This design comes from an exercise in tuning for small area on the open sky130 flow, not from production work.
In this exercise RTL edits were held to simulation tests only and were not proved equivalent to the original.
No activity file was given, so power comes from the tool's default toggle rates.

File: flow/config.mk
export PLATFORM = sky130hd
export DESIGN_NAME = regfile_mp
export DESIGN_NICKNAME = regfile_mp
export VERILOG_FILES = /design/flow/design.v
export SDC_FILE = /design/flow/constraint.sdc
export NUM_CORES = 4
export LEC_CHECK = 0
export CAP_MARGIN = 0
export CELL_PAD_IN_SITES_DETAIL_PLACEMENT = 1
export CELL_PAD_IN_SITES_GLOBAL_PLACEMENT = 1
export CORE_MARGIN = 2
export CORE_UTILIZATION = 40
export PLACE_DENSITY = 0.5
export SETUP_SLACK_MARGIN = 0.3
export SLEW_MARGIN = 0
export SYNTH_HIERARCHICAL = 1
export SYNTH_MINIMUM_KEEP_SIZE = 0
File: flow/standard.sh
#!/bin/bash
# synth_recipe.tcl (not shown) runs the flow's synth.tcl, then flattens the netlist and writes it again
# the make line also repeats each setting of config.mk as NAME=value (left out here)
make -C /OpenROAD-flow-scripts/flow DESIGN_CONFIG=/design/flow/config.mk WORK_HOME=/design/flow/orfs CLKGATE_MAP_FILE= SYNTH_SCRIPT=/design/flow/synth_recipe.tcl "${@:-finish}"
File: flow/design.v
package regfile_mp_pkg;
  localparam int ZERO_ADDR = 0;
endpackage
module regfile_mp_wbit (
  input  logic s1_i,
  input  logic w1_i,
  input  logic s0_i,
  input  logic w0_i,
  input  logic h_i,
  input  logic q_i,
  output logic d_o
);
  assign d_o = (s1_i & w1_i) | (s0_i & w0_i) | (h_i & q_i);
endmodule
module regfile_mp_rd3 (
  input  logic [2:0] s_i,
  input  logic [2:0] d_i,
  output logic       y_no
);
  assign y_no = ~|(s_i & d_i);
endmodule
module regfile_mp_rdport
#(
  parameter int DW    = 32,
  parameter int AW    = 5,
  parameter int DEPTH = 32
) (
  input  logic                      run_i,     
  input  logic                      re_i,
  input  logic [AW-1:0]             raddr_i,
  input  logic                      we0_i,
  input  logic [AW-1:0]             waddr0_i,
  input  logic [DW-1:0]             wdata0_i,
  input  logic                      we1_i,
  input  logic [AW-1:0]             waddr1_i,
  input  logic [DW-1:0]             wdata1_i,
  input  logic [DEPTH-1:1]          nowr_i,    
  input  logic [(DEPTH-1)*DW-1:0]   arr_i,     
  output logic [DW-1:0]             rdata_o
);
  localparam int NSRC = DEPTH + 1;        
  localparam int NGRP = (NSRC + 2) / 3;
  logic                       act, hit1, hit0, byp1, byp0;
  logic [3*NGRP-1:0]          sel;
  logic [DW-1:0]              src [3*NGRP];
  logic [NGRP-1:0]            grp_n [DW];
  assign act      = run_i && re_i && (raddr_i != '0);
  assign hit1     = we1_i && (waddr1_i == raddr_i);
  assign hit0     = we0_i && (waddr0_i == raddr_i);
  assign byp1     = act && hit1;
  assign byp0     = act && !hit1 && hit0;
  always_comb begin
    sel    = '0;
    sel[0] = byp1;
    sel[1] = byp0;
    for (int i = 1; i < DEPTH; i++) begin
      sel[i+1] = act && (raddr_i == AW'(i)) && nowr_i[i];
    end
    for (int k = 0; k < 3*NGRP; k++) src[k] = '0;
    src[0] = wdata1_i;
    src[1] = wdata0_i;
    for (int i = 1; i < DEPTH; i++) begin
      src[i+1] = arr_i[(i-1)*DW +: DW];
    end
  end
  for (genvar b = 0; b < DW; b++) begin : g_bit
    for (genvar g = 0; g < NGRP; g++) begin : g_grp
      regfile_mp_rd3 u_rd3 (
        .s_i  (sel[3*g +: 3]),
        .d_i  ({src[3*g+2][b], src[3*g+1][b], src[3*g][b]}),
        .y_no (grp_n[b][g])
      );
    end
    assign rdata_o[b] = ~&grp_n[b];
  end
endmodule
module regfile_mp
#(
  parameter  int DW    = 32,
  parameter  int DEPTH = 32,
  parameter  int NRD   = 2,
  localparam int AW    = $clog2(DEPTH)
) (
  input  logic              clk,
  input  logic              rst_,
  input  logic              clr_req,
  output logic              ready,
  input  logic              we0,
  input  logic [AW-1:0]     waddr0,
  input  logic [DW-1:0]     wdata0,
  input  logic              we1,
  input  logic [AW-1:0]     waddr1,
  input  logic [DW-1:0]     wdata1,
  input  logic [NRD-1:0]    re,
  input  logic [NRD*AW-1:0] raddr,
  output logic [NRD*DW-1:0] rdata,
  output logic [NRD-1:0]    perr
);
  localparam logic [AW-1:0] LAST_ADDR  = AW'(DEPTH - 1);
  localparam logic [AW-1:0] FIRST_ADDR = AW'(1);
  logic          state_q, state_d;    
  logic [AW-1:0] cnt_q, cnt_d;
  logic          run;
  logic [DEPTH-1:1][DW-1:0] regs_q, regs_d;
  logic [DEPTH-1:1]         wdec1, wdec0, nowr, wr1, wr0, hold;
  always_ff @(posedge clk) begin
    if (!rst_) begin
      state_q <= 1'b0;
      cnt_q   <= FIRST_ADDR;
    end else begin
      state_q <= state_d;
      cnt_q   <= cnt_d;
    end
  end
  always_comb begin
    state_d = state_q;
    cnt_d   = cnt_q;
    if (!state_q) begin
      cnt_d = cnt_q + FIRST_ADDR;
      if (cnt_q == LAST_ADDR) begin
        state_d = 1'b1;
      end
    end else if (clr_req) begin
      state_d = 1'b0;
      cnt_d   = FIRST_ADDR;
    end
  end
  always_comb begin
    ready = rst_ && state_q;
    run   = ready;
  end
  always_comb begin
    for (int i = 1; i < DEPTH; i++) begin
      wdec1[i]  = we1 && (waddr1 == AW'(i));
      wdec0[i]  = we0 && (waddr0 == AW'(i));
      nowr[i]   = !wdec1[i] && !wdec0[i];
      wr1[i]    = state_q && wdec1[i];
      wr0[i]    = state_q && wdec0[i] && !wdec1[i];
      hold[i]   = state_q && nowr[i];
    end
  end
  for (genvar gi = 1; gi < DEPTH; gi++) begin : g_ent
    for (genvar b = 0; b < DW; b++) begin : g_bit
      regfile_mp_wbit u_wbit (
        .s1_i (wr1[gi]),
        .w1_i (wdata1[b]),
        .s0_i (wr0[gi]),
        .w0_i (wdata0[b]),
        .h_i  (hold[gi]),
        .q_i  (regs_q[gi][b]),
        .d_o  (regs_d[gi][b])
      );
    end
  end
  always_ff @(posedge clk) begin
    regs_q <= regs_d;
  end
  logic [(DEPTH-1)*DW-1:0] regs_flat;
  assign regs_flat = regs_q;
  for (genvar gi = 0; gi < NRD; gi++) begin : g_rd
    regfile_mp_rdport #(
      .DW   (DW),
      .AW   (AW),
      .DEPTH(DEPTH)
    ) u_rdport (
      .run_i    (run),
      .re_i     (re[gi]),
      .raddr_i  (raddr[gi*AW +: AW]),
      .we0_i    (we0),
      .waddr0_i (waddr0),
      .wdata0_i (wdata0),
      .we1_i    (we1),
      .waddr1_i (waddr1),
      .wdata1_i (wdata1),
      .nowr_i   (nowr),
      .arr_i    (regs_flat),
      .rdata_o  (rdata[gi*DW +: DW])
    );
  end
  assign perr = '0;
endmodule
File: flow/constraint.sdc
create_clock -name core_clock -period 6.0 [get_ports {clk}]
set_input_delay 1.2000 -clock core_clock [delete_from_list [all_inputs] [get_ports {clk}]]
set_output_delay 1.2000 -clock core_clock [all_outputs]
set_load 0.01 [all_outputs]
File: flow/flow/run.sh
#!/bin/bash
# The standard layout (standard.sh, unchanged synthesis) with two changes:
#  - ports are buffered with buf_2 instead of the default delay buffer (the
#    resizer may still upsize them)
#  - clock tree synthesis uses clkbuf_16, clusters up to 20 sinks within 60 um
#    per leaf buffer and inserts no dummy loads
# The ORFS logs stay under orfs/logs; make's own output goes to standard.log.
set -e
export BUFFER_PORTS_ARGS="-buffer_cell sky130_fd_sc_hd__buf_2"
export CTS_ARGS="-sink_clustering_enable -repair_clock_nets -dont_use_dummy_load -sink_clustering_size 20 -sink_clustering_max_diameter 60 -buf_list {sky130_fd_sc_hd__clkbuf_16}"
bash standard.sh > standard.log 2>&1
==> load_flow_metrics.sql <==
INSERT INTO impl_metrics (metric_group, metric, value, unit) VALUES
('critical_path', 'crit_arrival', '4.60', 'ns'),
('routing', 'drc_errors', '0', ''),
('power', 'power_per_cell_area', '248', 'mW/mm^2'),
('floorplanning', 'fp.dieH', '338', 'um'),
('routing', 'drt-initial-drc-count', '16306', ''),
('yosys', 'netlist.area_leader.share', '44.7', '%'),
('routing', 'vias', '53299', ''),
('critical_path', 'cp.required', '4.80', 'ns'),
('grt', 'pin_count_of_the_biggest_net_entering_global_routing', '84', ''),
('cts', 'inserted_clock_buffers', '110', ''),
('timing', 'final-max-slew-violation-count', '0', ''),
('floorplanning', 'num_io_pins', '158', ''),
('placement', 'place.detailed.instances', '6171', ''),
('critical_path', 'worstPathMaxFanout', '14', ''),
('floorplanning', 'fp.dieArea', '0.115', 'mm^2'),
('yosys', 'netlist_area', '0.0447', 'mm^2'),
('floorplanning', 'floorplan.die.width', '338', 'um'),
('timing', 'achievable-frequency', '0.173', 'GHz'),
('timing', 'max-slew-margin-rel', '13.5', '%'),
('timing', 'min_setup_slack_post_route', '0.205', 'ns'),
('grt', 'grt_first_pass_wirelength', '387000', 'um'),
('yosys', 'yosys_most_used_dff', 'dfxtp_1', ''),
('yosys', 'synth_top_cell_by_area', 'dfxtp_1', ''),
('cts', 'clk_root_buffer_cell', 'clkbuf_16', ''),
('power', 'irDropWorstVdd', '0.223', 'mV'),
('timing', 'fin_skew', '0.0646', 'ns'),
('yosys', 'async_reset_ff_share', '0', '%'),
('critical_path', 'worstSetupPathType', 'input port to output pin', ''),
('yosys', 'yosysWarningCount', '11', ''),
('placement', 'pre_cts_ws', '0.189', 'ns'),
('yosys', 'synthSimpleGateAreaFrac', '6.96', '%'),
('routing', 'route.detailed.wl_per_inst', '44.5', 'um'),
('power', 'totalPowerFinal', '13.1', 'mW'),
('yosys', 'synth.avg_cell_area', '10.3', 'um^2'),
('run_status', 'outcome', 'complete, no violations', ''),
('timing', 'layout_worst_path_cycle_share', '96.6', '%'),
('critical_path', 'critical_path.slowest_cell', 'nand4_1', ''),
('finish', 'nNetsFinal', '4896', ''),
('grt', 'antenna_found_initial', '25', ''),
('power', 'static-leakage-power', '25.0', 'nW'),
('cts', 'numClockSinks', '998', ''),
('critical_path', 'series_of_cell_instances_along_the_critical_path', 'buf_2 > and2_1 > nand3b_1 > nor3b_4 > buf_4 > and3_4 > buf_4 > a222oi_1 > nand4_1 > nor2_2 > nand4_1 > buf_2', ''),
('yosys', 'synth.mux.area_fraction', '0.0224', '%'),
('critical_path', 'timing.reg2reg.worst_path_depth', '6', ''),
('worst_hold_path', 'min_path_cells', '2', ''),
('finish', 'finish.instance_area', '0.0528', 'mm^2'),
('routing', 'detail_route.first_pass.iterations', '15', ''),
('routing', 'vias_per_cell', '8.46', ''),
('yosys', 'synth-xor-area-share', '0.391', '%'),
('cts', 'cts_htree_levels', '3', ''),
('timing', 'timing_worst_slew_pin_value', '1.30', 'ns'),
('timing', 'setup_repair_after_global_routing_missed_its_margin', 'true', ''),
('floorplanning', 'number_of_rows_in_the_core_area', '122', ''),
('yosys', 'yosys-top-cells-area', 'dfxtp_1, a222oi_1, inv_1', ''),
('placement', 'postPlaceCellArea', '0.0497', 'mm^2'),
('placement', 'place_congestion', '0.991', ''),
('worst_hold_path', 'min-delay-path-class', 'flip-flop to flip-flop', ''),
('grt', 'globalRoute.totalOverflow', '0', ''),
('cts', 'cts_hold_repair.buffers', '0', ''),
('floorplanning', 'core_region_area', '0.111', 'mm^2'),
('yosys', 'yosysSeqAreaShare', '44.7', '%'),
('yosys', 'synth_edf_count', '0', ''),
('timing', 'setup_total_negative_slack', '0', 'ns'),
('run', 'drv_cap', '0', ''),
('cts', 'cts_tree', 'built', ''),
('yosys', 'post_synthesis_cell_count', '4341', ''),
('critical_path', 'cp-end-kind', 'output pin', ''),
('finish', 'syn_to_final_growth', '17.9', '%'),
('cts', 'max-clock-path-buffers', '3', ''),
('critical_path', 'max_stage_delay', '0.53', 'ns'),
('routing', 'ant_nets', '0', '');
## critical path: cells and delay by family
kind | cells | cell delay (ns)
AOI/OAI and AO/OA | 1 | 0.29
and+or+nand+nor | 7 | 2.27
buffers and inverters | 4 | 0.78
## cells by family (layout without fill, tap and decap cells)
family / Yosys count / in the layout
compound gates: 1760 / 1760
buf+inv: 1042 / 1499
flops: 998 / 998
simple gates: 517 / 519
xor+xnor: 20 / 20
fa+ha+maj: 2 / 2
other cells: 1 / 16
mux: 1 / 1
## metal layers
metal	share of wire, %	vias up	track usage [%]	wire, um
met5	0.055	-	0.250	155
met4	8.5	23	33.5	23800
met3	14	1153	11.6	40500
met2	42	4806	68.3	118000
met1	35	26809	57.6	98700
li1	-	20508	-	-
## cell usage in the layout, fill, tap and decap left out, types with 8 or more instances in the layout
cell	count
nand2_1	14
and3_4	26
buf_2	153
xor2_1	16
a211oi_4	18
clkbuf_16	110
inv_1	994
nand4_1	195
nor2_1	77
and2_2	38
buf_12	27
a222oi_1	1696
nor3_2	8
nand3_1	11
buf_4	215
and3_2	61
diode_2	14
a22oi_1	22
nor2b_1	15
dfxtp_1	997
## registers in the layout, summed over array words and instances, names as in the netlist
name     count
state_q      1
cnt_q        5
regs_q     992
## power breakdown
| part | switching (mW) | internal (mW) | total (mW) | leakage (nW) |
|---|---|---|---|---|
| clock | 2.74 | 3.18 | 5.92 | 1.36 |
| sequential | 0.00262 | 6.63 | 6.63 | 8.03 |
| combinational | 0.438 | 0.0912 | 0.529 | 15.7 |
| total | 3.18 | 9.90 | 13.1 | 25.0 |
## modules after synthesis (local to each module, per instance), excerpt
module	cells	area, um^2	copies in the design
regfile_mp_rd3	1	10.0	704
regfile_mp_wbit	2	13.8	992
regfile_mp	1253	21600	1
## worst paths after layout
kind / endpoint / slack, ns / start
worst max-delay path: rdata[55] / 0.20 / rst_
worst min-delay path: regs_q[89] / 0.51 / regs_q[89]
worst max register to register: regs_q[423] / 2.85 / state_q
worst min register to register: regs_q[89] / 0.51 / regs_q[89]
## cell usage after synthesis, drive strengths merged (3+ instances only)
| library cell | count |
|---|---|
| nand3 | 12 |
| clkbuf | 20 |
| xor2 | 16 |
| nor2b | 19 |
| a222oi | 1696 |
| buf | 28 |
| nand4b | 4 |
| a21oi | 4 |
| a22oi | 23 |
| and3 | 87 |
| and4bb | 4 |
| nor2 | 85 |
| a21boi | 3 |
| and4b | 6 |
| nand4 | 195 |
| nor3 | 13 |
| dfxtp | 998 |
| nand3b | 5 |
| inv | 994 |
| xnor2 | 4 |
| nor3b | 9 |
| nand2 | 14 |
| nor4 | 4 |
| and2 | 46 |
| a211oi | 18 |
| a2bb2oi | 5 |
## area by class of cell
type                       count  area (um^2)
sequential                   998        20000
antenna                       14         35.0
inverter                     994         3730
clock buffer                 110         2750
fill                       12326        58100
tap                         1488         1860
timing repair buffer         395         2920
multi-input combinational   2304        21500
## stage by stage
| stage | util, % | hold WS (ns) |
|---|---|---|
| 2_1_floorplan | - | 0.466 |
| 3_3_place_gp | 44.9 | 0.481 |
| 3_5_place_dp | 44.9 | 0.493 |
| 4_1_cts | 47.4 | 0.508 |
| 5_1_grt | 47.6 | 0.523 |
| 6_report | 47.6 | 0.511 |
## timing repair
| item | in CTS | in global routing |
|---|---|---|
| pin swaps | 1 | 12 |
| setup endpoints to repair | 5 | 40 |
| setup buffers | 0 | 6 |
| gates resized for setup | 7 | 42 |
| gates cloned | 0 | 2 |

==> separate check: timing with driven ports <==
The flow's constraints put no driver on any port. The routed layout listed below was extracted and timed again, unchanged, in two steps. Step 1: set_driving_cell puts a clkbuf_16 on clk and a buf_2 on each other input, an assumption about the parent block. Step 2 also shifts input and output timing later by t, the mid clock arrival at the registers, as if the neighbouring blocks saw the same clock. Slacks: ideal / step 1 / step 2; pairs: ideal / step 1.
shift t [ns]: 0.773
setup WS [ns]: 0.205 / 0.176 / 0.176
worst setup path at the end: input to output
worst register clock-pin slew, ns: 0.08 / 0.08
After both steps setup and hold are still met in this run. The setup slack of this run moves by -0.029 ns with the drivers and by -0.029 ns with both steps.
